From an optimization exercise on the open Yosys and OpenROAD flow, aimed at small area, a short achievable clock period and few clock cycles per item; shortcuts taken in it are not production practice. At most, simulation tests tie the RTL to the original design; equivalence was not proved. No functional check of the RTL was part of runs 1 to 4.

File: design/flow/flow/run.sh
#!/bin/bash
# The standard layout (the standard.sh, synthesis included, unchanged),
# except that the port buffers are buf_4 cells: the default pick is a slow
# delay cell that repair_timing cannot swap out (footprint matching), and it
# sits on the host_addr -> host_rdata read path. Make's full output goes to
# flow_make.log here; each ORFS step also keeps its own log under orfs/logs.
set -euo pipefail
bash standard.sh BUFFER_PORTS_ARGS="-buffer_cell sky130_fd_sc_hd__buf_4" finish > flow_make.log 2>&1
File: design/flow/standard.sh
#!/bin/bash
# synth_recipe.tcl (not shown) runs the flow's synth.tcl, then flattens the netlist and writes it again
# the make line also repeats each setting of config.mk as NAME=value (left out here)
make -C /OpenROAD-flow-scripts/flow DESIGN_CONFIG=/design/flow/config.mk WORK_HOME=/design/flow/orfs CLKGATE_MAP_FILE= SYNTH_SCRIPT=/design/flow/synth_recipe.tcl "${@:-finish}"
File: design/flow/config.mk
export PLATFORM = sky130hd
export DESIGN_NAME = tpu_top
export DESIGN_NICKNAME = tpu_top
export VERILOG_FILES = /design/flow/design.v
export SDC_FILE = /design/flow/constraint.sdc
export NUM_CORES = 4
export LEC_CHECK = 0
export ABC_AREA = 1
export CAP_MARGIN = 20
export CORE_MARGIN = 2
export CORE_UTILIZATION = 60
export CTS_BUF_LIST = sky130_fd_sc_hd__clkbuf_8
export CTS_CLUSTER_SIZE = 25
export SETUP_SLACK_MARGIN = 2.5
export SLEW_MARGIN = 20
File: design/flow/constraint.sdc
create_clock -name core_clock -period 7.5 [get_ports {clk}]
set_input_delay 1.5000 -clock core_clock [delete_from_list [all_inputs] [get_ports {clk}]]
set_output_delay 1.5000 -clock core_clock [all_outputs]
set_load 0.01 [all_outputs]
File: design/flow/design.v
package tpu_pkg;
    typedef logic [3:0]  addr_t;
    typedef logic [15:0] word_t;
    typedef enum logic [1:0] {BANK_A, BANK_B, BANK_RESULT, BANK_NONE} bank_sel_t;
endpackage
`timescale 1ns/10ps
module mac_pe (
    input  logic [3:0]  neg,
    input  logic [3:0]  one,
    input  logic [3:0]  two,
    input  logic [7:0]  b,
    input  logic [15:0] acc,
    output logic [15:0] sum
);
    logic [8:0] bx;
    assign bx = {b[7], b};
    logic [8:0] pp0;
    logic [8:0] pp1;
    logic [8:0] pp2;
    logic [8:0] pp3;
    always_comb begin
        for (int t = 0; t < 9; t++) begin
            pp0[t] = ((one[0] & bx[t]) | (two[0] & ((t == 0) ? 1'b0 : bx[t-1]))) ^ neg[0];
        end
        pp0[8] = ~pp0[8];
        for (int t = 0; t < 9; t++) begin
            pp1[t] = ((one[1] & bx[t]) | (two[1] & ((t == 0) ? 1'b0 : bx[t-1]))) ^ neg[1];
        end
        pp1[8] = ~pp1[8];
        for (int t = 0; t < 9; t++) begin
            pp2[t] = ((one[2] & bx[t]) | (two[2] & ((t == 0) ? 1'b0 : bx[t-1]))) ^ neg[2];
        end
        pp2[8] = ~pp2[8];
        for (int t = 0; t < 9; t++) begin
            pp3[t] = ((one[3] & bx[t]) | (two[3] & ((t == 0) ? 1'b0 : bx[t-1]))) ^ neg[3];
        end
        pp3[8] = ~pp3[8];
    end
    logic [23:0] fs, fc;
    logic [11:0] hs, hc;
    assign hs[0] = acc[4] ^ neg[2];
    assign hc[0] = acc[4] & neg[2];
    assign hs[1] = acc[5] ^ pp0[5];
    assign hc[1] = acc[5] & pp0[5];
    assign fs[0] = acc[6] ^ neg[3] ^ pp0[6];
    assign fc[0] = (acc[6] & neg[3]) | (acc[6] & pp0[6]) | (neg[3] & pp0[6]);
    assign hs[2] = pp1[4] ^ pp2[2];
    assign hc[2] = pp1[4] & pp2[2];
    assign fs[1] = acc[7] ^ pp0[7] ^ pp1[5];
    assign fc[1] = (acc[7] & pp0[7]) | (acc[7] & pp1[5]) | (pp0[7] & pp1[5]);
    assign hs[3] = pp2[3] ^ pp3[1];
    assign hc[3] = pp2[3] & pp3[1];
    assign fs[2] = acc[8] ^ pp0[8] ^ pp1[6];
    assign fc[2] = (acc[8] & pp0[8]) | (acc[8] & pp1[6]) | (pp0[8] & pp1[6]);
    assign hs[4] = pp2[4] ^ pp3[2];
    assign hc[4] = pp2[4] & pp3[2];
    assign fs[3] = acc[9] ^ pp1[7] ^ pp2[5];
    assign fc[3] = (acc[9] & pp1[7]) | (acc[9] & pp2[5]) | (pp1[7] & pp2[5]);
    assign hs[5] = acc[10] ^ pp1[8];
    assign hc[5] = acc[10] & pp1[8];
    assign hs[6] = acc[2] ^ neg[1];
    assign hc[6] = acc[2] & neg[1];
    assign hs[7] = acc[3] ^ pp0[3];
    assign hc[7] = acc[3] & pp0[3];
    assign fs[4] = hs[0] ^ pp0[4] ^ pp1[2];
    assign fc[4] = (hs[0] & pp0[4]) | (hs[0] & pp1[2]) | (pp0[4] & pp1[2]);
    assign fs[5] = hc[0] ^ pp1[3] ^ pp2[1];
    assign fc[5] = (hc[0] & pp1[3]) | (hc[0] & pp2[1]) | (pp1[3] & pp2[1]);
    assign fs[6] = pp3[0] ^ hc[1] ^ hs[2];
    assign fc[6] = (pp3[0] & hc[1]) | (pp3[0] & hs[2]) | (hc[1] & hs[2]);
    assign fs[7] = hc[2] ^ hs[3] ^ fc[0];
    assign fc[7] = (hc[2] & hs[3]) | (hc[2] & fc[0]) | (hs[3] & fc[0]);
    assign fs[8] = hc[3] ^ hs[4] ^ fc[1];
    assign fc[8] = (hc[3] & hs[4]) | (hc[3] & fc[1]) | (hs[4] & fc[1]);
    assign fs[9] = pp3[3] ^ hc[4] ^ fc[2];
    assign fc[9] = (pp3[3] & hc[4]) | (pp3[3] & fc[2]) | (hc[4] & fc[2]);
    assign fs[10] = pp2[6] ^ pp3[4] ^ hs[5];
    assign fc[10] = (pp2[6] & pp3[4]) | (pp2[6] & hs[5]) | (pp3[4] & hs[5]);
    assign fs[11] = acc[11] ^ pp2[7] ^ pp3[5];
    assign fc[11] = (acc[11] & pp2[7]) | (acc[11] & pp3[5]) | (pp2[7] & pp3[5]);
    assign hs[8] = acc[12] ^ pp2[8];
    assign hc[8] = acc[12] & pp2[8];
    assign hs[9] = acc[0] ^ neg[0];
    assign hc[9] = acc[0] & neg[0];
    assign hs[10] = acc[1] ^ pp0[1];
    assign hc[10] = acc[1] & pp0[1];
    assign fs[12] = hs[6] ^ pp0[2] ^ pp1[0];
    assign fc[12] = (hs[6] & pp0[2]) | (hs[6] & pp1[0]) | (pp0[2] & pp1[0]);
    assign fs[13] = hc[6] ^ pp1[1] ^ hs[7];
    assign fc[13] = (hc[6] & pp1[1]) | (hc[6] & hs[7]) | (pp1[1] & hs[7]);
    assign fs[14] = pp2[0] ^ hc[7] ^ fs[4];
    assign fc[14] = (pp2[0] & hc[7]) | (pp2[0] & fs[4]) | (hc[7] & fs[4]);
    assign fs[15] = hs[1] ^ fc[4] ^ fs[5];
    assign fc[15] = (hs[1] & fc[4]) | (hs[1] & fs[5]) | (fc[4] & fs[5]);
    assign fs[16] = fc[5] ^ fs[0] ^ fs[6];
    assign fc[16] = (fc[5] & fs[0]) | (fc[5] & fs[6]) | (fs[0] & fs[6]);
    assign fs[17] = fs[1] ^ fc[6] ^ fs[7];
    assign fc[17] = (fs[1] & fc[6]) | (fs[1] & fs[7]) | (fc[6] & fs[7]);
    assign fs[18] = fs[2] ^ fc[7] ^ fs[8];
    assign fc[18] = (fs[2] & fc[7]) | (fs[2] & fs[8]) | (fc[7] & fs[8]);
    assign fs[19] = fs[3] ^ fc[8] ^ fs[9];
    assign fc[19] = (fs[3] & fc[8]) | (fs[3] & fs[9]) | (fc[8] & fs[9]);
    assign fs[20] = fc[3] ^ fs[10] ^ fc[9];
    assign fc[20] = (fc[3] & fs[10]) | (fc[3] & fc[9]) | (fs[10] & fc[9]);
    assign fs[21] = hc[5] ^ fs[11] ^ fc[10];
    assign fc[21] = (hc[5] & fs[11]) | (hc[5] & fc[10]) | (fs[11] & fc[10]);
    assign fs[22] = pp3[6] ^ hs[8] ^ fc[11];
    assign fc[22] = (pp3[6] & hs[8]) | (pp3[6] & fc[11]) | (hs[8] & fc[11]);
    assign fs[23] = acc[13] ^ pp3[7] ^ hc[8];
    assign fc[23] = (acc[13] & pp3[7]) | (acc[13] & hc[8]) | (pp3[7] & hc[8]);
    assign hs[11] = acc[14] ^ pp3[8];
    assign hc[11] = acc[14] & pp3[8];
    logic [15:0] row_a, row_b;
    assign row_a = {acc[15], fc[23], fc[22], fc[21], fc[20], fc[19], fc[18], fc[17], fc[16], fc[15], fc[14], fc[13], fc[12], hc[10], hc[9], pp0[0]};
    assign row_b = {hc[11], hs[11], fs[23], fs[22], fs[21], fs[20], fs[19], fs[18], fs[17], fs[16], fs[15], fs[14], fs[13], fs[12], hs[10], hs[9]};
    assign sum = row_a + row_b;
endmodule
`timescale 1ns/10ps
module tpu_top (
    input  logic               clk,
    input  logic               rst_n,
    input  logic               start_valid,
    input  logic               host_we,
    input  tpu_pkg::bank_sel_t host_bank,
    input  tpu_pkg::addr_t     host_addr,
    input  tpu_pkg::word_t     host_wdata,
    output logic               start_ready,
    output logic               busy,
    output logic               done,
    output tpu_pkg::word_t     host_rdata
);
    logic [7:0]  bank_a [16];
    logic [7:0]  bank_b [16];
    logic [15:0] bank_c [16];
    logic [3:0]  fidx;
    logic [3:0]  step;
    logic        calc;
    logic        done_r;
    always_ff @(posedge clk or negedge rst_n) begin
        if (!rst_n) begin
            busy   <= 1'b0;
            calc   <= 1'b0;
            done_r <= 1'b0;
            step   <= '0;
            fidx   <= '0;
        end else begin
            done_r <= calc && (step == 4'd15);
            if (!busy) begin
                if (start_valid) begin
                    busy <= 1'b1;
                    calc <= 1'b1;
                    fidx <= 4'd1;
                end
            end else begin
                if (calc) step <= step + 4'd1;
                if (fidx != 4'd0) fidx <= fidx + 4'd1;
                if (calc && step == 4'd15) calc <= 1'b0;
                if (done_r) busy <= 1'b0;
            end
        end
    end
    assign start_ready = ~busy;
    assign done        = done_r;
    logic host_wr;
    assign host_wr = host_we && !busy;
    logic [7:0]  fa_a;
    logic [3:0]  op_neg, op_one, op_two;
    logic [7:0]  op_b [4];
    logic [1:0]  fk;
    assign fk = fidx[1:0];
    assign fa_a = (host_wr && host_bank == tpu_pkg::BANK_A && host_addr == 4'd0) ?
                  host_wdata[7:0] : bank_a[fidx];
    always_ff @(posedge clk) begin
        for (int r = 0; r < 4; r++) begin
            logic hi, mid, lo;
            hi  = fa_a[2*r+1];
            mid = fa_a[2*r];
            lo  = (r == 0) ? 1'b0 : fa_a[2*r-1];
            op_neg[r] <= hi;
            op_one[r] <= mid ^ lo;
            op_two[r] <= (hi & ~mid & ~lo) | (~hi & mid & lo);
        end
        for (int j = 0; j < 4; j++) begin
            if (host_wr && host_bank == tpu_pkg::BANK_B && host_addr == 4'(j))
                op_b[j] <= host_wdata[7:0];
            else
                op_b[j] <= bank_b[{fk, 2'(j)}];
        end
    end
    logic [15:0] acc [4];
    logic [15:0] sum [4];
    logic        last;
    assign last = (step[1:0] == 2'd3);
    localparam logic [15:0] ACC_INIT = 16'hAC00;
    for (genvar j = 0; j < 4; j++) begin : g_mac
        mac_pe mac_inst (
            .neg (op_neg),
            .one (op_one),
            .two (op_two),
            .b   (op_b[j]),
            .acc (acc[j]),
            .sum (sum[j])
        );
    end
    always_ff @(posedge clk) begin
        for (int j = 0; j < 4; j++) acc[j] <= (calc && !last) ? sum[j] : ACC_INIT;
    end
    always_ff @(posedge clk or negedge rst_n) begin
        if (!rst_n) begin
            for (int w = 0; w < 16; w++) begin
                bank_a[w] <= '0;
                bank_b[w] <= '0;
                bank_c[w] <= '0;
            end
        end else begin
            for (int w = 0; w < 16; w++) begin
                if (host_wr && host_bank == tpu_pkg::BANK_A && host_addr == 4'(w))
                    bank_a[w] <= host_wdata[7:0];
                if (host_wr && host_bank == tpu_pkg::BANK_B && host_addr == 4'(w))
                    bank_b[w] <= host_wdata[7:0];
                if (host_wr && host_bank == tpu_pkg::BANK_RESULT && host_addr == 4'(w))
                    bank_c[w] <= host_wdata;
                else if (calc && last && step[3:2] == 2'(w / 4))
                    bank_c[w] <= sum[w % 4];
            end
        end
    end
    always_comb begin
        case (host_bank)
            tpu_pkg::BANK_A:      host_rdata = {{8{bank_a[host_addr][7]}}, bank_a[host_addr]};
            tpu_pkg::BANK_B:      host_rdata = {{8{bank_b[host_addr][7]}}, bank_b[host_addr]};
            tpu_pkg::BANK_RESULT: host_rdata = bank_c[host_addr];
            default:              host_rdata = '0;
        endcase
    end
endmodule
==> results of run 1 <==
## cell usage in the layout (no fill, tap or decap), types with 16 or more instances in the layout
cell type,count
a211oi_1,23
nand3_1,230
clkbuf_8,131
nand4_1,71
dfxtp_1,105
o22ai_1,227
inv_2,27
o221ai_1,134
o21bai_1,96
fa_1,100
dfrtp_1,523
nor3_1,16
nor2_1,308
a221oi_1,24
buf_4,103
nand2_1,1266
nor2_2,31
xor2_1,162
inv_1,612
ha_1,111
a21oi_1,69
o21ai_0,413
## worst paths after layout
path / to / cells after the start
max in group asynchronous: bank_b[14][2] / 2
hold reg to reg: busy / 1
min in group asynchronous: bank_c[7][15] / 1
setup / recovery: host_rdata[6] / 11
hold / removal: busy / 1
setup reg to reg: bank_c[14][8] / 15
## routing by layer
metal / global-route usage / vias up
met1: 0.609 / 17494
met4: 0.352 / 2
met5: 0 / -
li1: - / 16188
met2: 0.678 / 2855
met3: 0.119 / 798
## timing repair
item / CTS / global route
buffers inserted: 5 / 10
pin swaps: 3 / 4
hold buffers: 0 / 0
resized for setup: 30 / 45
setup endpoints to repair: 19 / 79
## registers in the layout, indices dropped and copies added, names as in the netlist
signal,flops
bank_b,128
step,4
op_two,4
op_b,32
op_one,4
busy,1
fidx,4
op_neg,4
calc,1
bank_c,256
done_r,1
bank_a,128
acc,64
## cell type report
| cell class | count | area, um^2 | area share |
|---|---|---|---|
| Clock buffer | 131 | 1800 | 0.0429 |
| Tap cell | 846 | 1060 | 0.0252 |
| Timing Repair Buffer | 116 | 987 | 0.0235 |
| Sequential cell | 631 | 15300 | 0.363 |
| Clock inverter | 62 | 473 | 0.0113 |
| Inverter | 613 | 2330 | 0.0554 |
| Antenna cell | 2 | 5.00 | 0.000119 |
| Multi-Input combinational cell | 3422 | 20100 | 0.479 |
## stage by stage
stage	utilization	std cells	worst slack, ns	area (um^2)
6_report	0.666	5823	2.52	42000
5_1_grt	0.666	5823	2.43	42000
4_1_cts	0.661	5811	2.50	41700
3_5_place_dp	0.622	5613	2.01	39200
3_3_place_gp	0.622	5613	2.08	39200
2_1_floorplan	-	4910	3.23	38300
## cell families after synthesis
| kind of cell | Yosys count | share of synthesized area |
|---|---|---|
| adder cells (fa/ha/maj) | 214 | 0.0895 |
| XOR/XNOR | 194 | 0.0443 |
| buffers and inverters | 857 | 0.0859 |
| multiplexers | 2 | 0.000555 |
| flip-flops | 631 | 0.398 |
| AND/OR/NAND/NOR | 1973 | 0.212 |
| AO/OA/AOI/OAI | 1039 | 0.170 |
==> results.tsv, run 1 <==
metric	value	unit
gr ovfl total	0	
Post-synth EDFFs	0	
status	complete, no violations	
number of max-cap violations	0	
endpoints failing setup	0	
crit path time final	4.98	ns
Root Driver	clkbuf_8	
Fmax	0.201	GHz
fraction of layout cells with a size suffix above 1	0.0824	
Initial Utilization	0.607	
drt wl/cell	26.7	um
FF-to-FF Start	op_one[3]	
Iteration-0 DRC Markers	5189	
Worst-path clk slew	0.06	ns
synth unique cells	46	
Slew @ Worst Pin	1.20	ns
ys async rst share	0.829	
insertion delay to the later sink of the worst-skew pair	0.77	ns
Post-DRT Antenna Nets	0	
fillers	5550	
DR vias/cell	6.41	
post-synthesis net count	5150	
hold path start	done_r	
first-pass GRT wire length	231000	um
post-synthesis register bit count	631	
crit path kind	primary input to output pin	
worst setup path startpoint	host_addr[0]	
r2r setup slk	2.57	ns
Num Clock Sinks	631	
post-synthesis instance area	0.0383	mm^2
Slowest cell on crit path	buf_4	
gr usage total	0.469	
initial antenna violation count	4	
Top Family by Delay on Critical Path	buffers and inverters	
Num CTS Buffers	107	
vias	37337	
DRC viols	0	
mean post-synth cell area	7.80	um^2
max incr delay on CP	0.37	ns
Final Cycle Share	0.664	
PortBufs	44	
largest net degree at the start of global routing	135	
final setup TNS	0	ns
crit-path max FO	24	
Final Max Slew Viols	0	
post-synthesis cell count	4910	
row count	92	
CTS tree	yes	
crit end category	output pin	
Warnings, synthesis	13	
share of the synthesized area in the top cell type	0.342	
CP Data Arrival Time	3.48	ns
RSZ-0062 raised after global routing	yes	
Slew headroom	0.191	
Pre-Repair DR Iteration Count	14	
met2 wire len	64400	um
Met1 Wirelength	57100	um
io pins	45	
nets@finish	5131	
DP Wirelength	110000	um
highest routing layer actually used	met5	
Layout area overhead	9.66	%
Worst Skew	0.0426	ns
CP bufs+invs	5	
DIE AREA	0.0659	mm^2
Area contributors post-synth	dfrtp_1, nand2_1, inv_1	
Tightest Hold Check Type	flop to flop	
die height	257	um
final wirelength	155000	um
Most used DFF post-synth	dfrtp_1	
crit path launch type	primary input	
placer congestion estimate	1.05	
synth cell count leaders	nand2_1, inv_1, dfrtp_1	
Crit path top cell by count	buf_4	
Core ar.	0.0631	mm^2
Yosys top cell by area	dfrtp_1	
routed wire length on met3	19300	um
H-Tree Depth	3	
clk buf depth	3	
hold_ws	0.462	ns
chip width	257	um
sequential area share after synthesis	0.398	
CP Cell Sequence	buf_4, inv_1, nor2_1, nand2_1, buf_4, o21ai_0, inv_1, nand4_1, o21bai_1, nand3_1, buf_4	
number of global-route vias before repair	35827	
most frequent cell after synthesis	nand2_1	
final hold violation count	0	
Worst Path Required	6.00	ns
==> run 2, diff against run 1 <==
--- a/design/flow/config.mk
+++ b/design/flow/config.mk
@@ -8,8 +8,9 @@
 export ABC_AREA = 1
 export CAP_MARGIN = 20
 export CORE_MARGIN = 2
-export CORE_UTILIZATION = 60
+export CORE_UTILIZATION = 50
 export CTS_BUF_LIST = sky130_fd_sc_hd__clkbuf_8
 export CTS_CLUSTER_SIZE = 25
-export SETUP_SLACK_MARGIN = 2.5
+export SETUP_SLACK_MARGIN = 3.0
 export SLEW_MARGIN = 20
+export TNS_END_PERCENT = 0
==> results.tsv, run 2 <==
metric	value	unit
DIE AREA	0.0789	mm^2
clk buf depth	3	
Core ar.	0.0759	mm^2
Post-DRT Antenna Nets	0	
hold path depth	1	
commonest non-fill, non-tap cell in the layout	nand2_1	
Warnings, synthesis	13	
Tightest Hold Check Type	flop to flop	
drt wl/cell	27.4	um
CTS tree	yes	
Worst Skew	0.0673	ns
synth cell count leaders	nand2_1, inv_1, dfrtp_1	
fraction of layout cells with a size suffix above 1	0.101	
most frequent cells in the layout	nand2_1, inv_1, dfrtp_1	
crit path time final	4.90	ns
Root Driver	clkbuf_8	
Fmax	0.204	GHz
H-Tree Depth	3	
Num Clock Sinks	631	
gr usage total	0.418	
Worst Path Required	6.00	ns
WHS Endpoint	busy	
Worst-path clk slew	0.06	ns
Iteration-0 DRC Markers	5019	
area of the multi-input gates	0.0204	mm^2
synth unique cells	46	
Final Cycle Share	0.653	
crit-path max FO	4	
Layout area overhead	12.4	%
die height	281	um
Initial Utilization	0.505	
vias	37179	
final wirelength	166000	um
nets@finish	5177	
gr ovfl total	0	
io pins	45	
ys async rst share	0.829	
PortBufs	44	
first-pass GRT wire length	240000	um
CP Data Arrival Time	3.40	ns
most frequent cell after synthesis	nand2_1	
Slew @ Worst Pin	1.21	ns
worst setup path startpoint	host_addr[1]	
Worst Slack Setup Final	2.60	ns
post-synthesis cell count	4910	
fillers	7245	
crit path launch type	primary input	
worst r2r dst	bank_c[10][7]	
final setup TNS	0	ns
mean post-synth cell area	7.80	um^2
post-synthesis instance area	0.0383	mm^2
largest family of logic cells by synthesized area	simple AND/OR/NAND/NOR gates	
number of max-cap violations	0	
endpoints failing setup	0	
# hold bufs at CTS	0	
post-route cell area	0.0431	mm^2
chip width	281	um
largest net degree at the start of global routing	139	
number of global-route vias before repair	35246	
DRC viols	0	
Top reg by flops	bank_c	
post-synthesis net count	5150	
final core utilization	0.567	
share of the synthesized area in the top cell type	0.342	
crit path kind	primary input to output pin	
Final Max Slew Viols	0	
FF+latch area	0.0153	mm^2
FF-to-FF Start	op_one[2]	
DP Area	0.0395	mm^2
DR vias/cell	6.14	
DP Wirelength	118000	um
Post-synth EDFFs	0	
Compound-Gate Fraction of Synth Area	0.170	
insertion delay to the later sink of the worst-skew pair	0.79	ns
Yosys top cell by area	dfrtp_1	
Num CTS Buffers	111	
Pre-Repair DR Iteration Count	6	
row count	101	
max reg flops	256	
Slew headroom	0.191	
placer congestion estimate	1.07	
R2R depth	11	
Area contributors post-synth	dfrtp_1, nand2_1, inv_1	
Synth Area in Adders	0.0895	
sequential area share after synthesis	0.398	
simple-gate share of the synthesized area	0.212	
crit end category	output pin	
mux cell area share after synthesis	0.000555	
Setup Slack @ Placement	1.96	ns
RSZ-0062 raised after global routing	yes	
final hold violation count	0	
top flop regs	bank_c: 256 flops, bank_a: 128 flops, bank_b: 128 flops	
Synth Area in XOR/XNOR	0.0443	
post-synthesis register bit count	631	
r2r setup slk	2.84	ns
status	complete, no violations	
Most used DFF post-synth	dfrtp_1	
hold path start	done_r	
initial antenna violation count	5	
hold_ws	0.470	ns
## run 2: cell type report
type                       instances  share of cell area
timing repair buffer             157              0.0342
tap                             1030              0.0299
clock inverter                    62             0.00895
timing repair inverter             1            0.000174
multi-input combinational       3422               0.473
clock buffer                     141              0.0451
sequential                       631               0.354
antenna                            1           0.0000581
inverter                         613              0.0547
## run 2: worst max-delay path by stage
stage / endpoint
final: host_rdata[5]
after global routing: host_rdata[5]
after CTS: host_rdata[3]
after detailed placement: host_rdata[7]
after global placement: host_rdata[7]
after floorplan: host_rdata[12]
## run 2: routing by layer
layer  global-route usage  up-vias  routed length (um)
li1                     -    16312                   -
met1                0.546    17866               64100
met2                0.617     2335               70300
met3               0.0875      662               17100
met4                0.295        4               14400
met5                    0        -                  25
## run 2: cell families after synthesis
kind of cell             Yosys count
AO/OA/AOI/OAI                   1039
XOR/XNOR                         194
adder cells (fa/ha/maj)          214
buffers and inverters            857
flip-flops                       631
multiplexers                       2
AND/OR/NAND/NOR                 1973
## run 2: through the flow
step | cells
global placement | 5803
global route | 6058
finish | 6058
detailed placement | 5803
CTS | 6031
floorplan | 4910
## run 2: worst max-delay path, cell delays in order
cell and delay (ns):
buf_12 0.09, clkinvlp_4 0.13, nand2_4 0.15, nor2_4 0.06, buf_4 0.15, clkbuf_16 0.14
nand2_1 0.05, nand4_1 0.26, nor3_1 0.30, a21o_1 0.22, nand3_1 0.16, buf_4 0.19
## run 2: what timing repair did
| item | in CTS | in global routing |
|---|---|---|
| gates resized for setup | 81 | 100 |
| buffers inserted | 24 | 23 |
| pin swaps | 11 | 26 |
| endpoints found under the setup margin | 177 | 207 |
| cloned | 1 | 3 |
==> run 3, diff against run 2 <==
--- a/design/flow/config.mk
+++ b/design/flow/config.mk
@@ -10,7 +10,8 @@
 export CORE_MARGIN = 2
 export CORE_UTILIZATION = 50
 export CTS_BUF_LIST = sky130_fd_sc_hd__clkbuf_8
-export CTS_CLUSTER_SIZE = 25
+export CTS_CLUSTER_DIAMETER = 100
+export CTS_CLUSTER_SIZE = 14
 export SETUP_SLACK_MARGIN = 3.0
 export SLEW_MARGIN = 20
 export TNS_END_PERCENT = 0
==> results.tsv, run 3 <==
metric	value	unit
Final Max Slew Viols	0	
Area contributors post-synth	dfrtp_1, nand2_1, inv_1	
number of max-cap violations	0	
DP Wirelength	118000	um
post-synthesis register bit count	631	
Worst setup endpoint	host_rdata[0]	
row count	101	
Worst-path clk slew	0.10	ns
fillers	7308	
RSZ-0062 raised after global routing	yes	
Slew headroom	0.185	
chip width	281	um
Top reg by flops	bank_c	
final hold violation count	0	
share of the synthesized area in the top cell type	0.342	
top flop regs	bank_c: 256 flops, bank_a: 128 flops, bank_b: 128 flops	
area of the multi-input gates	0.0205	mm^2
commonest non-fill, non-tap cell in the layout	nand2_1	
Worst Path Required	6.00	ns
Final Cycle Share	0.644	
Initial Utilization	0.505	
io pins	45	
Core ar.	0.0759	mm^2
first-pass GRT wire length	238000	um
gr usage total	0.413	
nets@finish	5128	
FF-to-FF Start	op_one[2]	
r2r setup slk	2.88	ns
DIE AREA	0.0789	mm^2
placer congestion estimate	1.07	
Iteration-0 DRC Markers	5291	
CTS tree	yes	
most frequent cell after synthesis	nand2_1	
DR vias/cell	6.20	
Num Clock Sinks	631	
Pre-Repair DR Iteration Count	7	
Layout area overhead	9.42	%
crit path time final	4.83	ns
PortBufs	44	
worst setup path startpoint	host_addr[1]	
H-Tree Depth	2	
fraction of layout cells with a size suffix above 1	0.0875	
crit path launch type	primary input	
number of global-route vias before repair	34517	
final core utilization	0.552	
post-synthesis cell count	4910	
R2R depth	11	
synth unique cells	46	
gr ovfl total	0	
largest net degree at the start of global routing	139	
mean post-synth cell area	7.80	um^2
# hold bufs at CTS	0	
Warnings, synthesis	13	
Post-synth EDFFs	0	
crit-path max FO	6	
max reg flops	256	
Tightest Hold Check Type	flop to flop	
worst r2r dst	bank_c[6][7]	
crit path kind	primary input to output pin	
endpoints failing setup	0	
insertion delay to the later sink of the worst-skew pair	0.77	ns
Root Driver	clkbuf_8	
drt wl/cell	28.0	um
DRC viols	0	
initial antenna violation count	4	
post-synthesis net count	5150	
ys async rst share	0.829	
sequential area share after synthesis	0.398	
Yosys top cell by area	dfrtp_1	
final setup TNS	0	ns
Worst Skew	0.0770	ns
FF+latch area	0.0153	mm^2
crit end category	output pin	
die height	281	um
Fmax	0.207	GHz
clk buf depth	3	
Most used DFF post-synth	dfrtp_1	
synth cell count leaders	nand2_1, inv_1, dfrtp_1	
Slew @ Worst Pin	1.22	ns
final wirelength	167000	um
status	complete, no violations	
CP Data Arrival Time	3.33	ns
most frequent cells in the layout	nand2_1, inv_1, dfrtp_1	
post-synthesis instance area	0.0383	mm^2
Num CTS Buffers	53	
Post-DRT Antenna Nets	0	
vias	36944	
[run 3: changes by cell type in the layout (fill, tap and decap cells not counted), moves of 5 or more]
cell / delta
inv_1: -11
clkinv_2: -13
buf_6: +5
clkbuf_8: -87
[run 3: cell type report]
class,count,area share
antenna,5,0.000298
timing repair inverter,3,0.000597
sequential,631,0.364
inverter,613,0.0565
timing repair buffer,163,0.0372
clock buffer,54,0.0177
multi-input combinational,3423,0.488
clock inverter,37,0.00471
tap,1030,0.0307
[run 3: kinds of logic (layout without fill, tap and decap cells)]
group | after synthesis | in the layout | synth area share
simple gates | 1973 | 1974 | 0.212
compound gates | 1039 | 1039 | 0.170
buf+inv | 857 | 870 | 0.0859
flops | 631 | 631 | 0.398
fa+ha+maj | 214 | 214 | 0.0895
xor+xnor | 194 | 194 | 0.0443
mux | 2 | 2 | 0.000555
other cells | 0 | 5 | 0
[run 3: routing by layer]
metal / vias up / share of wire / GRT usage
met2: 2364 / 0.43 / 0.618
met4: 2 / 0.083 / 0.277
li1: 16152 / - / -
met5: - / 0.00011 / 0
met1: 17820 / 0.39 / 0.552
met3: 606 / 0.10 / 0.0696
[run 3: repair_timing]
item,4_1_cts,5_1_grt
pin swaps,11,43
gates cloned,1,9
resized for setup,86,131
setup buffers,21,29
endpoints found under the setup margin,182,208
[run 3: how the worst min path moves through the flow]
stage / startpoint / endpoint / slack [ns] / cells past startpoint
after detailed placement: done_r / busy / 0.46 / 1
final: done_r / busy / 0.48 / 1
after floorplan: bank_c[0][3] / bank_c[0][3] / 0.45 / 2
after global placement: done_r / busy / 0.45 / 1
after CTS: done_r / busy / 0.48 / 1
after global routing: done_r / busy / 0.51 / 1
[run 3: metrics by stage]
stage | instance area [um^2] | setup WS (ns) | instances | hold slack (ns)
4_1_cts | 41000 | 2.63 | 5916 | 0.476
3_5_place_dp | 39500 | 1.96 | 5803 | 0.461
2_1_floorplan | 38300 | 3.23 | 4910 | 0.452
6_report | 41900 | 2.67 | 5959 | 0.479
3_3_place_gp | 39500 | 1.98 | 5803 | 0.453
5_1_grt | 41900 | 2.66 | 5957 | 0.509
[run 3: worst max-delay path: stages]
cell and delay, ns:
buf_8 0.13, inv_8 0.07, nor2_4 0.05, nand2_4 0.07, buf_12 0.11, clkinvlp_4 0.12, clkbuf_16 0.21, buf_4 0.20
nand2_1 0.07, nand4_1 0.13, o21bai_2 0.26, nand3_1 0.19, buf_4 0.19
==> run 4, diff against run 3 <==
--- a/design/flow/config.mk
+++ b/design/flow/config.mk
@@ -9,9 +9,9 @@
 export CAP_MARGIN = 20
 export CORE_MARGIN = 2
 export CORE_UTILIZATION = 50
-export CTS_BUF_LIST = sky130_fd_sc_hd__clkbuf_8
-export CTS_CLUSTER_DIAMETER = 100
-export CTS_CLUSTER_SIZE = 14
+export CTS_BUF_LIST = sky130_fd_sc_hd__clkbuf_16
+export CTS_CLUSTER_DIAMETER = 120
+export CTS_CLUSTER_SIZE = 22
 export SETUP_SLACK_MARGIN = 3.0
 export SLEW_MARGIN = 20
 export TNS_END_PERCENT = 0
==> results.tsv, run 4 <==
metric	value	unit
fillers	7293	
Final Instance Count excl. Fillers	5905	
top flop regs	bank_c: 256 flops, bank_a: 128 flops, bank_b: 128 flops	
r2r setup slk	2.83	ns
CTS tree	yes	
crit-path max FO	21	
Worst-path clk slew	0.10	ns
Final Max Slew Viols	0	
Top reg by flops	bank_c	
post-synthesis register bit count	631	
Initial Utilization	0.505	
share of the synthesized area in the top cell type	0.342	
Worst Skew	0.0430	ns
gr ovfl total	0	
crit end category	output pin	
gr usage total	0.414	
final core utilization	0.551	
Fmax	0.206	GHz
max reg flops	256	
worst setup path startpoint	host_addr[1]	
final setup TNS	0	ns
initial antenna violation count	2	
crit path launch type	primary input	
Yosys top cell by area	dfrtp_1	
nets@finish	5093	
Tightest Hold Check Type	flop to flop	
number of global-route vias before repair	34302	
Root Driver	clkbuf_16	
Diodes inserted	0	
clk buf depth	3	
post-synthesis net count	5150	
PortBufs	44	
CP Data Arrival Time	3.35	ns
commonest non-fill, non-tap cell in the layout	nand2_1	
Post-DRT Antenna Nets	0	
Iteration-0 DRC Markers	5081	
placer congestion estimate	1.07	
Num CTS Buffers	35	
Num Clock Sinks	631	
# hold bufs at CTS	0	
io pins	45	
Pre-Repair DR Iteration Count	6	
chip width	281	um
RSZ-0062 raised after global routing	yes	
endpoints failing setup	0	
mean post-synth cell area	7.80	um^2
Placed Instances	5803	
Core ar.	0.0759	mm^2
post-synthesis cell count	4910	
Area contributors post-synth	dfrtp_1, nand2_1, inv_1	
number of max-cap violations	0	
Post-synth EDFFs	0	
final wirelength	164000	um
DP Wirelength	118000	um
crit path time final	4.85	ns
Layout area overhead	9.21	%
vias	36601	
fraction of layout cells with a size suffix above 1	0.0806	
die height	281	um
R2R depth	15	
status	complete, no violations	
DIE AREA	0.0789	mm^2
Worst Path Required	6.00	ns
area of the multi-input gates	0.0204	mm^2
ys async rst share	0.829	
worst r2r dst	acc[1][10]	
final hold violation count	0	
synth cell count leaders	nand2_1, inv_1, dfrtp_1	
FF+latch area	0.0153	mm^2
row count	101	
Worst setup endpoint	host_rdata[7]	
sequential area share after synthesis	0.398	
post-route cell area	0.0418	mm^2
DP Area	0.0395	mm^2
Final Cycle Share	0.647	
crit path kind	primary input to output pin	
largest net degree at the start of global routing	139	
Most used DFF post-synth	dfrtp_1	
FF-to-FF Start	op_one[0]	
Warnings, synthesis	13	
hold path start	done_r	
insertion delay to the later sink of the worst-skew pair	0.63	ns
DR vias/cell	6.20	
H-Tree Depth	2	
most frequent cell after synthesis	nand2_1	
drt wl/cell	27.8	um
post-synthesis instance area	0.0383	mm^2
synth unique cells	46	
most frequent cells in the layout	nand2_1, inv_1, dfrtp_1	
Slew headroom	0.178	
DRC viols	0	
Slew @ Worst Pin	1.23	ns
first-pass GRT wire length	238000	um
run 4: critical path, cell delays in order:
cell        delay, ns
buf_8            0.12
clkinvlp_4       0.16
nand2_4          0.17
nor2_2           0.07
buf_8            0.18
nand2_2          0.11
nand4_1          0.11
nor2_2           0.17
nand3_1          0.11
o211ai_1         0.21
nand3_2          0.23
buf_6            0.19
run 4: how the worst min path moves through the flow:
stage / to / depth (start not counted) / slack, ns
2_1_floorplan: bank_c[0][3] / 2 / 0.45
3_3_place_gp: busy / 1 / 0.45
3_5_place_dp: busy / 1 / 0.46
4_1_cts: busy / 1 / 0.48
5_1_grt: busy / 1 / 0.51
6_report: busy / 1 / 0.48
run 4: repair_timing:
action | 4_1_cts | 5_1_grt
hold endpoints to repair | 0 | 0
gates cloned | 2 | 1
pin swaps | 17 | 16
gates resized for setup | 104 | 96
setup buffers | 25 | 15
endpoints found under the setup margin | 178 | 207
run 4: stage by stage:
step	setup slack (ns)	hold slack [ns]
5_1_grt	2.64	0.509
6_report	2.65	0.477
3_3_place_gp	1.98	0.453
3_5_place_dp	1.96	0.461
2_1_floorplan	3.23	0.452
4_1_cts	2.67	0.476
run 4: cell type report:
type                            count  share of cell area
Clock buffer                       36              0.0215
Clock inverter                     23             0.00413
Inverter                          613              0.0561
Multi-Input combinational cell   3422               0.488
Sequential cell                   631               0.365
Tap cell                         1030              0.0308
Timing Repair Buffer              149              0.0344
Timing Repair inverter              1            0.000179
run 4: layer usage:
| metal | vias up | routed length (um) | global-route usage |
|---|---|---|---|
| met5 | - | 29 | 0 |
| met1 | 17692 | 65100 | 0.554 |
| met4 | 4 | 13300 | 0.271 |
| met3 | 584 | 15300 | 0.0710 |
| met2 | 2232 | 70700 | 0.619 |
| li1 | 16089 | - | - |
run 4: cells by family after synthesis:
family | Yosys count | share of synthesized area
fa+ha+maj | 214 | 0.0895
buf+inv | 857 | 0.0859
mux | 2 | 0.000555
compound gates | 1039 | 0.170
flops | 631 | 0.398
xor+xnor | 194 | 0.0443
simple gates | 1973 | 0.212
==> run 5, diff against run 4 <==
--- a/design/flow/design.v
+++ b/design/flow/design.v
@@ -205,6 +205,15 @@
     always_ff @(posedge clk) begin
         for (int j = 0; j < 4; j++) acc[j] <= (calc && !last) ? sum[j] : ACC_INIT;
     end
+    logic [15:0] c_wdata [4];
+    logic [15:0] c_we;
+    always_comb begin
+        for (int j = 0; j < 4; j++) c_wdata[j] = busy ? sum[j] : host_wdata;
+        for (int w = 0; w < 16; w++) begin
+            c_we[w] = (host_wr && host_bank == tpu_pkg::BANK_RESULT && host_addr == 4'(w)) ||
+                      (calc && last && step[3:2] == 2'(w / 4));
+        end
+    end
     always_ff @(posedge clk or negedge rst_n) begin
         if (!rst_n) begin
             for (int w = 0; w < 16; w++) begin
@@ -218,10 +227,8 @@
                     bank_a[w] <= host_wdata[7:0];
                 if (host_wr && host_bank == tpu_pkg::BANK_B && host_addr == 4'(w))
                     bank_b[w] <= host_wdata[7:0];
-                if (host_wr && host_bank == tpu_pkg::BANK_RESULT && host_addr == 4'(w))
-                    bank_c[w] <= host_wdata;
-                else if (calc && last && step[3:2] == 2'(w / 4))
-                    bank_c[w] <= sum[w % 4];
+                if (c_we[w])
+                    bank_c[w] <= c_wdata[w % 4];
             end
         end
     end
--- a/design/flow/config.mk
+++ b/design/flow/config.mk
@@ -12,6 +12,6 @@
 export CTS_BUF_LIST = sky130_fd_sc_hd__clkbuf_16
 export CTS_CLUSTER_DIAMETER = 120
 export CTS_CLUSTER_SIZE = 22
-export SETUP_SLACK_MARGIN = 3.0
+export SETUP_SLACK_MARGIN = 3.5
 export SLEW_MARGIN = 20
 export TNS_END_PERCENT = 0
==> results.tsv, run 5 <==
metric	value	unit
Num Clock Sinks	631	
vias	35570	
CTS tree	yes	
DR vias/cell	5.90	
largest net degree at the start of global routing	154	
post-synthesis register bit count	631	
FF-to-FF Start	op_neg[0]	
Worst-path clk slew	0.11	ns
max reg flops	256	
gr usage total	0.379	
Final Max Slew Viols	0	
nets@finish	5281	
RSZ-0062 raised after global routing	yes	
crit end category	output pin	
post-synthesis net count	5287	
worst r2r dst	bank_c[15][14]	
io pins	45	
final core utilization	0.556	
Num CTS Buffers	35	
r2r setup slk	2.81	ns
synth unique cells	46	
clk buf depth	3	
Slowest cell on crit path	buf_4	
crit path launch type	primary input	
R2R depth	19	
row count	100	
final setup TNS	0	ns
final wirelength	149000	um
die height	278	um
share of the synthesized area in the top cell type	0.347	
Root Driver	clkbuf_16	
Final Cycle Share	0.649	
fraction of layout cells with a size suffix above 1	0.0739	
Worst Skew	0.0356	ns
Initial Utilization	0.505	
commonest non-fill, non-tap cell in the layout	nand2_1	
chip width	278	um
Warnings, synthesis	15	
Worst setup endpoint	host_rdata[4]	
sequential area share after synthesis	0.405	
crit path time final	4.87	ns
worst setup path startpoint	host_addr[1]	
Crit path top cell by count	nand3_1	
CP bufs+invs	4	
top flop regs	bank_c: 256 flops, bank_a: 128 flops, bank_b: 128 flops	
Slew headroom	0.142	
Final Instance Count excl. Fillers	6033	
endpoints failing setup	0	
CP Depth	12	
DP Wirelength	104000	um
final hold violation count	0	
Top Family by Delay on Critical Path	simple AND/OR/NAND/NOR gates	
Placed Instances	5892	
crit-path max FO	12	
status	complete, no violations	
Post-DRT Antenna Nets	0	
drt wl/cell	24.7	um
number of max-cap violations	0	
post-synthesis instance area	0.0377	mm^2
Post-synth EDFFs	0	
most frequent cells in the layout	nand2_1, inv_1, dfrtp_1	
Most used DFF post-synth	dfrtp_1	
H-Tree Depth	2	
Top reg by flops	bank_c	
initial antenna violation count	2	
post-synthesis cell count	5047	
Pre-Repair DR Iteration Count	8	
DRC viols	0	
post-route cell area	0.0415	mm^2
Fmax	0.205	GHz
insertion delay to the later sink of the worst-skew pair	0.63	ns
number of global-route vias before repair	33708	
Tightest Hold Check Type	flop to flop	
first-pass GRT wire length	219000	um
gr ovfl total	0	
Area contributors post-synth	dfrtp_1, nand2_1, o21ai_0	
# hold bufs at CTS	0	
DIE AREA	0.0775	mm^2
placer congestion estimate	1.02	
Layout area overhead	10.1	%
synth cell count leaders	nand2_1, inv_1, o21ai_0	
ys async rst share	0.829	
mean post-synth cell area	7.46	um^2
Core ar.	0.0746	mm^2
PortBufs	44	
most frequent cell after synthesis	nand2_1	
crit path kind	primary input to output pin	
Slew @ Worst Pin	1.27	ns
Yosys top cell by area	dfrtp_1	
CP Data Arrival Time	3.37	ns
max incr delay on CP	0.25	ns
DP Area	0.0388	mm^2
CP Cell Sequence	buf_6, nor2_4, nand2_4, clkinvlp_4, buf_4, a21oi_1, nand3_1, nor2_1, nand3_1, nand3_2, nand3_1, buf_4	
Iteration-0 DRC Markers	4615	
Worst Path Required	6.00	ns
==> run 5: cell types whose count changed in the layout (fill, tap and decap cells not counted), moves of 25 or more <==
| cell | before | now |
|---|---|---|
| o22ai_1 | 226 | 183 |
| nor2_2 | 38 | 12 |
| o21bai_1 | 91 | 11 |
| nor2_1 | 297 | 267 |
| o221ai_1 | 134 | 4 |
| o21ai_0 | 411 | 513 |
| inv_1 | 588 | 563 |
| nand2_1 | 1256 | 1708 |
| nand3_1 | 215 | 151 |
==> run 5: worst min path at each step <==
| stage | from | to | cells past startpoint |
|---|---|---|---|
| final | done_r | busy | 1 |
| after global routing | bank_c[12][12] | bank_c[12][12] | 2 |
| after CTS | done_r | busy | 1 |
| after detailed placement | bank_c[11][13] | bank_c[11][13] | 2 |
| after global placement | bank_c[7][12] | bank_c[7][12] | 2 |
| after floorplan | bank_c[0][10] | bank_c[0][10] | 2 |
==> run 5: cells by family after synthesis <==
logic type                 after synthesis  share of synthesized area
AOI/OAI and AO/OA                      886                      0.131
muxes                                    1                   0.000299
xor gates and xnor gates               180                     0.0419
adders and majority gates              214                     0.0910
and+or+nand+nor                       2319                      0.247
buffers and inverters                  816                     0.0843
DFF                                    631                      0.405
==> run 5: layout make-up <==
type	count	area, um^2
repair buffers	185	1880
multi-input cells	3603	19900
clock buffers	35	876
diodes	4	10.0
inverters	585	2250
clock inverters	21	121
well taps	969	1210
flip-flops and latches	631	15300
fillers	7180	33100
==> run 5: per-layer routing <==
metal / GRT usage / up-vias / routed length [um] / part of all wire
li1: - / 16084 / - / -
met1: 0.539 / 16940 / 60800 / 0.41
met2: 0.572 / 2151 / 63800 / 0.43
met3: 0.0833 / 393 / 17800 / 0.12
met4: 0.132 / 2 / 6550 / 0.044
met5: 0 / - / 13 / 0.000087
==> run 5: repair_timing <==
action                                 CTS  global route
pin swaps                               27            18
buffers inserted                        53            21
endpoints found under the hold margin    0             0
gates resized for setup                110            74
gates cloned                             2             5
setup endpoints to repair              252           259
==> run 5: through the flow <==
stage               setup slack, ns  hold WS [ns]
detailed placement             2.02         0.466
finish                         2.63         0.476
global placement               2.02         0.463
global route                   2.58         0.505
CTS                            2.71         0.473
floorplan                      3.41         0.442
Testbench counts of run 5, summed over its fixed seeds: cycles 20,480, items 320.
==> run 6, diff against run 5 <==
--- a/design/flow/config.mk
+++ b/design/flow/config.mk
@@ -12,6 +12,6 @@
 export CTS_BUF_LIST = sky130_fd_sc_hd__clkbuf_16
 export CTS_CLUSTER_DIAMETER = 120
 export CTS_CLUSTER_SIZE = 22
-export SETUP_SLACK_MARGIN = 3.5
+export SETUP_SLACK_MARGIN = 3.0
 export SLEW_MARGIN = 20
 export TNS_END_PERCENT = 0
==> results.tsv, run 6 <==
metric	value	unit
most frequent cells in the layout	nand2_1, inv_1, dfrtp_1	
CP Data Arrival Time	3.22	ns
Pre-Repair DR Iteration Count	7	
Final Max Slew Viols	0	
Final Cycle Share	0.629	
fraction of layout cells with a size suffix above 1	0.0814	
gr ovfl total	0	
DP Wirelength	104000	um
hold path start	done_r	
Worst Slack Setup Final	2.78	ns
area of the multi-input gates	0.0200	mm^2
nets@finish	5286	
Slew @ Worst Pin	1.28	ns
CTS tree	yes	
max incr delay on CP	0.30	ns
PortBufs	44	
Num CTS Buffers	35	
placer congestion estimate	1.03	
largest net degree at the start of global routing	139	
status	complete, no violations	
number of global-route vias before repair	33619	
Root Driver	clkbuf_16	
Worst-path clk slew	0.12	ns
crit path launch type	primary input	
ys async rst share	0.829	
Worst Path Required	6.00	ns
sequential area share after synthesis	0.405	
crit-path max FO	5	
drt wl/cell	24.7	um
Iteration-0 DRC Markers	4660	
gr usage total	0.381	
Post-synth EDFFs	0	
DR vias/cell	5.91	
synth unique cells	46	
max reg flops	256	
commonest non-fill, non-tap cell in the layout	nand2_1	
DIE AREA	0.0775	mm^2
Initial Utilization	0.505	
Slew headroom	0.135	
Most used DFF post-synth	dfrtp_1	
synth cell count leaders	nand2_1, inv_1, o21ai_0	
Post-DRT Antenna Nets	0	
Tightest Hold Check Type	flop to flop	
mean post-synth cell area	7.46	um^2
post-synthesis register bit count	631	
io pins	45	
crit path time final	4.72	ns
endpoints failing setup	0	
Core ar.	0.0746	mm^2
Slowest cell on crit path	o21bai_2	
Area contributors post-synth	dfrtp_1, nand2_1, o21ai_0	
die height	278	um
Num Clock Sinks	631	
row count	100	
number of max-cap violations	0	
FF+latch area	0.0153	mm^2
Yosys top cell by area	dfrtp_1	
initial antenna violation count	3	
clk buf depth	3	
Fmax	0.212	GHz
final hold violation count	0	
fillers	7123	
vias	35618	
worst setup path startpoint	host_addr[2]	
crit end category	output pin	
share of the synthesized area in the top cell type	0.347	
first-pass GRT wire length	220000	um
RSZ-0062 raised after global routing	yes	
final setup TNS	0	ns
post-synthesis instance area	0.0377	mm^2
post-synthesis net count	5287	
Layout area overhead	11.2	%
DRC viols	0	
H-Tree Depth	2	
post-synthesis cell count	5047	
final wirelength	149000	um
final core utilization	0.561	
Top reg by flops	bank_c	
insertion delay to the later sink of the worst-skew pair	0.61	ns
CP Cell Sequence	buf_12, inv_8, nand2_8, nor2_4, buf_12, buf_12, buf_4, nand2_1, nand2_1, nor2_1, nand4_1, o21bai_2, nand3_2, buf_4	
Worst Skew	0.0329	ns
FF-to-FF Start	op_neg[0]	
most frequent cell after synthesis	nand2_1	
crit path kind	primary input to output pin	
chip width	278	um
Warnings, synthesis	15	
Setup Slack @ Placement	1.91	ns
top flop regs	bank_c: 256 flops, bank_a: 128 flops, bank_b: 128 flops	
Crit path top cell by count	buf_12	
[run 6: cell count changes in the layout (fill, tap and decap cells not counted), sizes merged]
| cell | change |
|---|---|
| diode | -3 |
| clkinv | +1 |
| buf | +5 |
| bufbuf | +3 |
| clkinvlp | -5 |
| bufinv | +1 |
| nor2 | -2 |
| clkbuf | +1 |
| inv | -3 |
[run 6: repair_timing]
item / 4_1_cts / 5_1_grt
pin swaps: 36 / 32
endpoints found under the setup margin: 180 / 181
setup buffers: 50 / 25
hold buffers: 0 / 0
resized for setup: 192 / 74
cloned: 6 / 2
[run 6: cells by family (layout without fill, tap and decap cells)]
kind of cell / Yosys count / count (layout) / synth area share
fa+ha+maj: 214 / 214 / 0.0910
other cells: 0 / 1 / 0
compound gates: 886 / 886 / 0.131
mux: 1 / 1 / 0.000299
simple gates: 2319 / 2320 / 0.247
buf+inv: 816 / 829 / 0.0843
xor+xnor: 180 / 180 / 0.0419
flops: 631 / 631 / 0.405
[run 6: cell type report]
class | instances | area share
Clock inverter | 15 | 0.00281
Timing Repair Buffer | 192 | 0.0507
Antenna cell | 1 | 0.0000598
Sequential cell | 631 | 0.365
Inverter | 585 | 0.0541
Clock buffer | 37 | 0.0221
Tap cell | 969 | 0.0290
Multi-Input combinational cell | 3601 | 0.477
[run 6: critical path, delay by kind of cell]
family,cells,cell delay [ns]
buf+inv,6,0.77
simple gates,7,0.64
compound gates,1,0.30
[run 6: path summary, 6_finish.rpt]
| path | cells after the start | slack [ns] | end |
|---|---|---|---|
| hold / removal | 1 | 0.45 | busy |
| hold reg to reg | 1 | 0.45 | busy |
| setup reg to reg | 18 | 3.00 | bank_c[2][14] |
| setup / recovery | 14 | 2.78 | host_rdata[1] |
| max in group asynchronous | 2 | 5.10 | bank_c[5][9] |
| min in group asynchronous | 1 | 0.93 | bank_a[12][4] |
[run 6: metal layers]
metal / up-vias / track usage / wire [um]
li1: 16107 / - / -
met1: 16972 / 0.546 / 61600
met2: 2139 / 0.556 / 62000
met3: 394 / 0.100 / 18500
met4: 6 / 0.134 / 6510
met5: - / 0 / 117
[run 6: stage by stage]
stage                     instance area [um^2]  cells  hold slack (ns)
after floorplan                          37700   5047            0.442
after global placement                   38800   5895            0.462
after detailed placement                 38800   5895            0.466
after CTS                                41300   6003            0.466
after global routing                     41900   6030            0.490
final                                    41900   6031            0.451
==> run 7, diff against run 6 <==
--- a/design/flow/design.v
+++ b/design/flow/design.v
@@ -219,7 +219,6 @@
             for (int w = 0; w < 16; w++) begin
                 bank_a[w] <= '0;
                 bank_b[w] <= '0;
-                bank_c[w] <= '0;
             end
         end else begin
             for (int w = 0; w < 16; w++) begin
@@ -227,10 +226,25 @@
                     bank_a[w] <= host_wdata[7:0];
                 if (host_wr && host_bank == tpu_pkg::BANK_B && host_addr == 4'(w))
                     bank_b[w] <= host_wdata[7:0];
-                if (c_we[w])
-                    bank_c[w] <= c_wdata[w % 4];
             end
         end
+    end
+    logic [15:0] c_val;
+    logic [15:0] c_data [16];
+    always_ff @(posedge clk or negedge rst_n) begin
+        if (!rst_n) begin
+            c_val <= '0;
+        end else begin
+            c_val <= c_val | c_we;
+        end
+    end
+    always_ff @(posedge clk) begin
+        for (int w = 0; w < 16; w++) begin
+            if (c_we[w]) c_data[w] <= c_wdata[w % 4];
+        end
+    end
+    always_comb begin
+        for (int w = 0; w < 16; w++) bank_c[w] = c_val[w] ? c_data[w] : 16'd0;
     end
     always_comb begin
         case (host_bank)
--- a/design/flow/config.mk
+++ b/design/flow/config.mk
@@ -12,6 +12,6 @@
 export CTS_BUF_LIST = sky130_fd_sc_hd__clkbuf_16
 export CTS_CLUSTER_DIAMETER = 120
 export CTS_CLUSTER_SIZE = 22
-export SETUP_SLACK_MARGIN = 3.0
+export SETUP_SLACK_MARGIN = 2.7
 export SLEW_MARGIN = 20
 export TNS_END_PERCENT = 0
==> results.tsv, run 7 <==
metric	value	unit
post-synthesis cell count	4292	
number of global-route vias before repair	28934	
Final Cycle Share	0.655	
synth unique cells	42	
Worst Skew	0.0302	ns
ys async rst share	0.437	
row count	98	
status	complete, no violations	
Diodes inserted	0	
Initial Utilization	0.506	
Top reg by flops	c_data	
DR vias/cell	5.82	
top flop regs	c_data: 256 flops, bank_a: 128 flops, bank_b: 128 flops	
largest net degree at the start of global routing	90	
Worst Path Required	6.00	ns
Tightest Hold Check Type	flop to flop	
drt wl/cell	24.6	um
crit end category	output pin	
post-synthesis instance area	0.0362	mm^2
crit path launch type	primary input	
Worst-path clk slew	0.09	ns
most frequent cell after synthesis	nand2_1	
Fmax	0.204	GHz
share of the synthesized area in the top cell type	0.212	
clk buf depth	3	
io pins	45	
final wirelength	130000	um
gr usage total	0.346	
CP Data Arrival Time	3.41	ns
Root Driver	clkbuf_16	
Yosys top cell by area	edfxtp_1	
Layout area overhead	8.96	%
Final Instance Count excl. Fillers	5273	
synth cell count leaders	nand2_1, o21ai_0, inv_1	
Slew headroom	0.230	
PortBufs	44	
final setup TNS	0	ns
# hold bufs at CTS	0	
Num CTS Buffers	36	
sequential area share after synthesis	0.468	
Post-synth EDFFs	256	
crit-path max FO	8	
fillers	6776	
Placed Instances	5164	
FF+latch area	0.0169	mm^2
post-synthesis register bit count	647	
H-Tree Depth	2	
initial antenna violation count	0	
CTS tree	yes	
FF-to-FF Start	op_neg[0]	
crit path kind	primary input to output pin	
fraction of layout cells with a size suffix above 1	0.0768	
DP Wirelength	91800	um
mean post-synth cell area	8.44	um^2
crit path time final	4.91	ns
Final Max Slew Viols	0	
vias	30693	
Pre-Repair DR Iteration Count	6	
first-pass GRT wire length	191000	um
insertion delay to the later sink of the worst-skew pair	0.62	ns
commonest non-fill, non-tap cell in the layout	nand2_1	
max reg flops	256	
nets@finish	4536	
post-synthesis net count	4532	
endpoints failing setup	0	
Area contributors post-synth	edfxtp_1, dfrtp_1, nand2_1	
most frequent cells in the layout	nand2_1, inv_1, o21ai_0	
DRC viols	0	
RSZ-0062 raised after global routing	yes	
gr ovfl total	0	
Warnings, synthesis	17	
Num Clock Sinks	647	
Core ar.	0.0716	mm^2
DIE AREA	0.0746	mm^2
Most used DFF post-synth	dfrtp_1	
area of the multi-input gates	0.0173	mm^2
number of max-cap violations	0	
Slew @ Worst Pin	1.16	ns
die height	273	um
Post-DRT Antenna Nets	0	
worst setup path startpoint	host_addr[3]	
hold path start	c_val[14]	
Iteration-0 DRC Markers	3514	
chip width	273	um
placer congestion estimate	0.998	
final hold violation count	0	
## run 7: changes by cell type after synthesis, sizes merged, moves of 21 or more
| cell | previous run | this run |
|---|---|---|
| nand2 | 1733 | 1301 |
| inv | 585 | 431 |
| edfxtp | 0 | 256 |
| o21ai | 527 | 449 |
| nand3 | 168 | 146 |
| a21oi | 94 | 70 |
| o22ai | 183 | 148 |
| dfrtp | 523 | 283 |
| buf | 113 | 82 |
| o21bai | 18 | 39 |
## run 7: cells by family (layout without fill, tap and decap cells)
group | after synthesis | in the layout | share of synthesized area
buffers and inverters | 612 | 641 | 0.0653
and+or+nand+nor | 1880 | 1882 | 0.211
adders and majority gates | 214 | 214 | 0.0947
xor gates and xnor gates | 192 | 192 | 0.0464
AOI/OAI and AO/OA | 746 | 746 | 0.115
DFF | 647 | 647 | 0.468
muxes | 1 | 1 | 0.000311
## run 7: cell type report
class                      count  area share
clock buffer                  36      0.0228
clock inverter                29     0.00482
inverter                     431      0.0418
multi-input combinational   3035       0.437
sequential                   647       0.429
tap                          950      0.0301
timing repair buffer         145      0.0337
## run 7: per-layer routing
metal / up-vias / share of wire / GRT usage
met5: - / 0 / 0
met4: 0 / 0.053 / 0.156
met3: 275 / 0.080 / 0.0440
met2: 1499 / 0.45 / 0.545
met1: 14852 / 0.42 / 0.480
li1: 14067 / - / -
## run 7: per-stage QoR
stage | hold WS [ns] | utilization | setup WS (ns) | instance area (um^2)
floorplan | 0.440 | - | 3.29 | 36200
global placement | 0.450 | 0.524 | 2.02 | 37500
detailed placement | 0.453 | 0.524 | 2.00 | 37500
CTS | 0.475 | 0.548 | 2.58 | 39200
global route | 0.491 | 0.551 | 2.55 | 39500
finish | 0.475 | 0.551 | 2.59 | 39500
## run 7: repair_timing
item	4_1_cts	5_1_grt
resized for setup	57	40
buffers inserted	33	8
pin swaps	15	5
setup endpoints to repair	76	100
cloned	1	1
## run 7: worst max-delay path: stages
cell and delay, ns:
buf_4 0.15, inv_2 0.08, nand2_1 0.14, nor2_2 0.41
buf_4 0.31, nand2_1 0.07, nand4_1 0.12, nor2_1 0.10
nand3_1 0.13, nand3_1 0.09, nand3_2 0.17, buf_4 0.14
## run 7: worst paths after layout
check,slack [ns],depth (start not counted),to
max,2.59,12,host_rdata[5]
min,0.47,1,c_val[14]
max reg2reg,2.72,14,c_data[13][12]
min reg2reg,0.47,1,c_val[14]
max in group asynchronous,5.24,2,c_val[0]
min in group asynchronous,0.90,1,bank_b[1][2]
Testbench counts of run 7, summed over its fixed seeds: cycles 20,480, items 320.
==> run 8, diff against run 7 <==
--- a/design/flow/config.mk
+++ b/design/flow/config.mk
@@ -12,6 +12,6 @@
 export CTS_BUF_LIST = sky130_fd_sc_hd__clkbuf_16
 export CTS_CLUSTER_DIAMETER = 120
 export CTS_CLUSTER_SIZE = 22
-export SETUP_SLACK_MARGIN = 2.7
+export SETUP_SLACK_MARGIN = 2.9
 export SLEW_MARGIN = 20
 export TNS_END_PERCENT = 0
==> results.tsv, run 8 <==
metric	value	unit
status	complete, no violations	
share of the synthesized area in the top cell type	0.212	
max incr delay on CP	0.28	ns
insertion delay to the later sink of the worst-skew pair	0.62	ns
DR vias/cell	5.84	
largest family of logic cells by synthesized area	simple AND/OR/NAND/NOR gates	
Num Clock Sinks	647	
max reg flops	256	
Slew @ Worst Pin	1.12	ns
Final Instance Count excl. Fillers	5288	
FF-to-FF Start	op_one[1]	
Area contributors post-synth	edfxtp_1, dfrtp_1, nand2_1	
crit path time final	4.84	ns
crit end category	output pin	
vias	30862	
worst r2r dst	c_data[15][12]	
Root Driver	clkbuf_16	
final hold violation count	0	
Warnings, synthesis	17	
CTS tree	yes	
clk buf depth	3	
FF+latch area	0.0169	mm^2
PortBufs	44	
Post-synth EDFFs	256	
Tightest Hold Check Type	flop to flop	
number of max-cap violations	0	
drt wl/cell	24.7	um
Most used DFF post-synth	dfrtp_1	
fraction of layout cells with a size suffix above 1	0.0844	
RSZ-0062 raised after global routing	yes	
R2R depth	15	
Slowest cell on crit path	o21bai_2	
r2r setup slk	2.89	ns
post-synthesis net count	4532	
sequential area share after synthesis	0.468	
Worst Skew	0.0334	ns
synth cell count leaders	nand2_1, o21ai_0, inv_1	
Placed Instances	5164	
Synth Area in XOR/XNOR	0.0464	
Core ar.	0.0716	mm^2
DRC viols	0	
row count	98	
largest net degree at the start of global routing	90	
chip width	273	um
post-synthesis cell count	4292	
Setup Slack @ Placement	2.00	ns
hold_ws	0.474	ns
Pre-Repair DR Iteration Count	8	
DP Wirelength	91800	um
number of global-route vias before repair	29090	
# hold bufs at CTS	0	
most frequent cell after synthesis	nand2_1	
Worst setup endpoint	host_rdata[5]	
mean post-synth cell area	8.44	um^2
first-pass GRT wire length	192000	um
Slew headroom	0.251	
worst setup path startpoint	host_addr[2]	
die height	273	um
ys async rst share	0.437	
H-Tree Depth	2	
final setup TNS	0	ns
CP bufs+invs	6	
CP Cell Sequence	buf_4, inv_2, nor2_4, buf_12, nand2_8, nor2_4, buf_12, buf_12, nand2_1, nand2_1, nor2_1, nand2_1, o21bai_2, nand3_2, buf_4	
CP Data Arrival Time	3.34	ns
final wirelength	131000	um
simple-gate share of the synthesized area	0.211	
Synth Area in Adders	0.0947	
Diodes inserted	0	
fillers	6718	
crit path launch type	primary input	
post-synthesis instance area	0.0362	mm^2
nets@finish	4551	
Num CTS Buffers	36	
Compound-Gate Fraction of Synth Area	0.115	
mux cell area share after synthesis	0.000311	
post-synthesis register bit count	647	
endpoints failing setup	0	
gr ovfl total	0	
area of the multi-input gates	0.0175	mm^2
DIE AREA	0.0746	mm^2
Initial Utilization	0.506	
most frequent cells in the layout	nand2_1, inv_1, o21ai_0	
top flop regs	c_data: 256 flops, bank_a: 128 flops, bank_b: 128 flops	
Yosys top cell by area	edfxtp_1	
Final Cycle Share	0.645	
Worst Path Required	6.00	ns
Worst Slack Setup Final	2.66	ns
io pins	45	
Worst-path clk slew	0.09	ns
crit path kind	primary input to output pin	
crit-path max FO	10	
commonest non-fill, non-tap cell in the layout	nand2_1	
Fmax	0.207	GHz
CP Depth	15	
placer congestion estimate	0.998	
Final Max Slew Viols	0	
final core utilization	0.558	
synth unique cells	42	
Iteration-0 DRC Markers	3830	
Post-DRT Antenna Nets	0	
Layout area overhead	10.4	%
initial antenna violation count	0	
Top Family by Delay on Critical Path	buffers and inverters	
gr usage total	0.348	
Top reg by flops	c_data	
## run 8: cells by family (layout without fill, tap and decap cells)
family	after synthesis	count (layout)
multiplexers	1	1
flip-flops	647	647
XOR/XNOR	192	192
AO/OA/AOI/OAI	746	746
AND/OR/NAND/NOR	1880	1882
buffers and inverters	612	656
adder cells (fa/ha/maj)	214	214
## run 8: how the worst min path moves through the flow
stage,endpoint,cells after the start,slack [ns],startpoint
global route,c_val[3],1,0.49,c_val[3]
CTS,c_val[14],1,0.48,c_val[14]
global placement,c_val[3],1,0.45,c_val[3]
detailed placement,c_val[10],1,0.45,c_val[10]
floorplan,c_val[10],1,0.44,c_val[10]
finish,c_val[14],1,0.47,c_val[14]
## run 8: metal layers
layer / track usage / wire [um] / vias up
li1: - / - / 14109
met1: 0.481 / 53300 / 14850
met2: 0.547 / 59500 / 1608
met3: 0.0447 / 11300 / 295
met4: 0.159 / 6840 / 0
met5: 0 / 0 / -
## run 8: area by class of cell
cell class                      instances  share of cell area
Clock inverter                         29             0.00476
Tap cell                              950              0.0297
Inverter                              431              0.0419
Timing Repair Buffer                  160              0.0400
Sequential cell                       647               0.424
Multi-Input combinational cell       3035               0.438
Clock buffer                           36              0.0225
## run 8: metrics by stage
| step | area, um^2 |
|---|---|
| floorplan | 36200 |
| global placement | 37500 |
| detailed placement | 37500 |
| CTS | 39500 |
| global route | 40000 |
| finish | 40000 |
## run 8: repair_timing
action | in CTS | in global routing
pin swaps | 21 | 21
hold endpoints to repair | 0 | 0
buffers inserted | 40 | 15
endpoints found under the setup margin | 112 | 134
cloned | 2 | 1
gates resized for setup | 95 | 83

afterwards: timing with drivers on the ports:
Ports are ideal in the flow. The routed layouts listed here were re-timed in OpenROAD.
Step 1, drivers: a clkbuf_16 drives clk and a buf_2 each remaining input, both assumed.
Step 2, shift: input delay + t, output delay - t, t = (earliest + latest rising clock arrival at the registers) / 2. This alone moves slack from input paths to output paths.
a / b / c = ideal ports / drivers / drivers and shift; a / b = the first two.
run	t (ns)	slack for setup (ns)	worst slew at a driven data input, ns
run 1	0.816	2.518 / 2.476 / 2.476	0.05
run 2	0.830	2.599 / 2.528 / 2.528	0.07
run 3	0.795	2.671 / 2.627 / 2.627	0.07
run 4	0.674	2.647 / 2.590 / 2.590	0.07
run 5	0.683	2.629 / 2.558 / 2.558	0.08
run 6	0.668	2.781 / 2.699 / 2.699	0.08
run 7	0.675	2.588 / 2.541 / 2.541	0.07
run 8	0.677	2.659 / 2.613 / 2.613	0.07
After both steps every run listed still meets setup and hold. For run 6, which loses most, drivers alone change the setup slack by -0.082 ns; drivers and shift together by -0.082 ns.
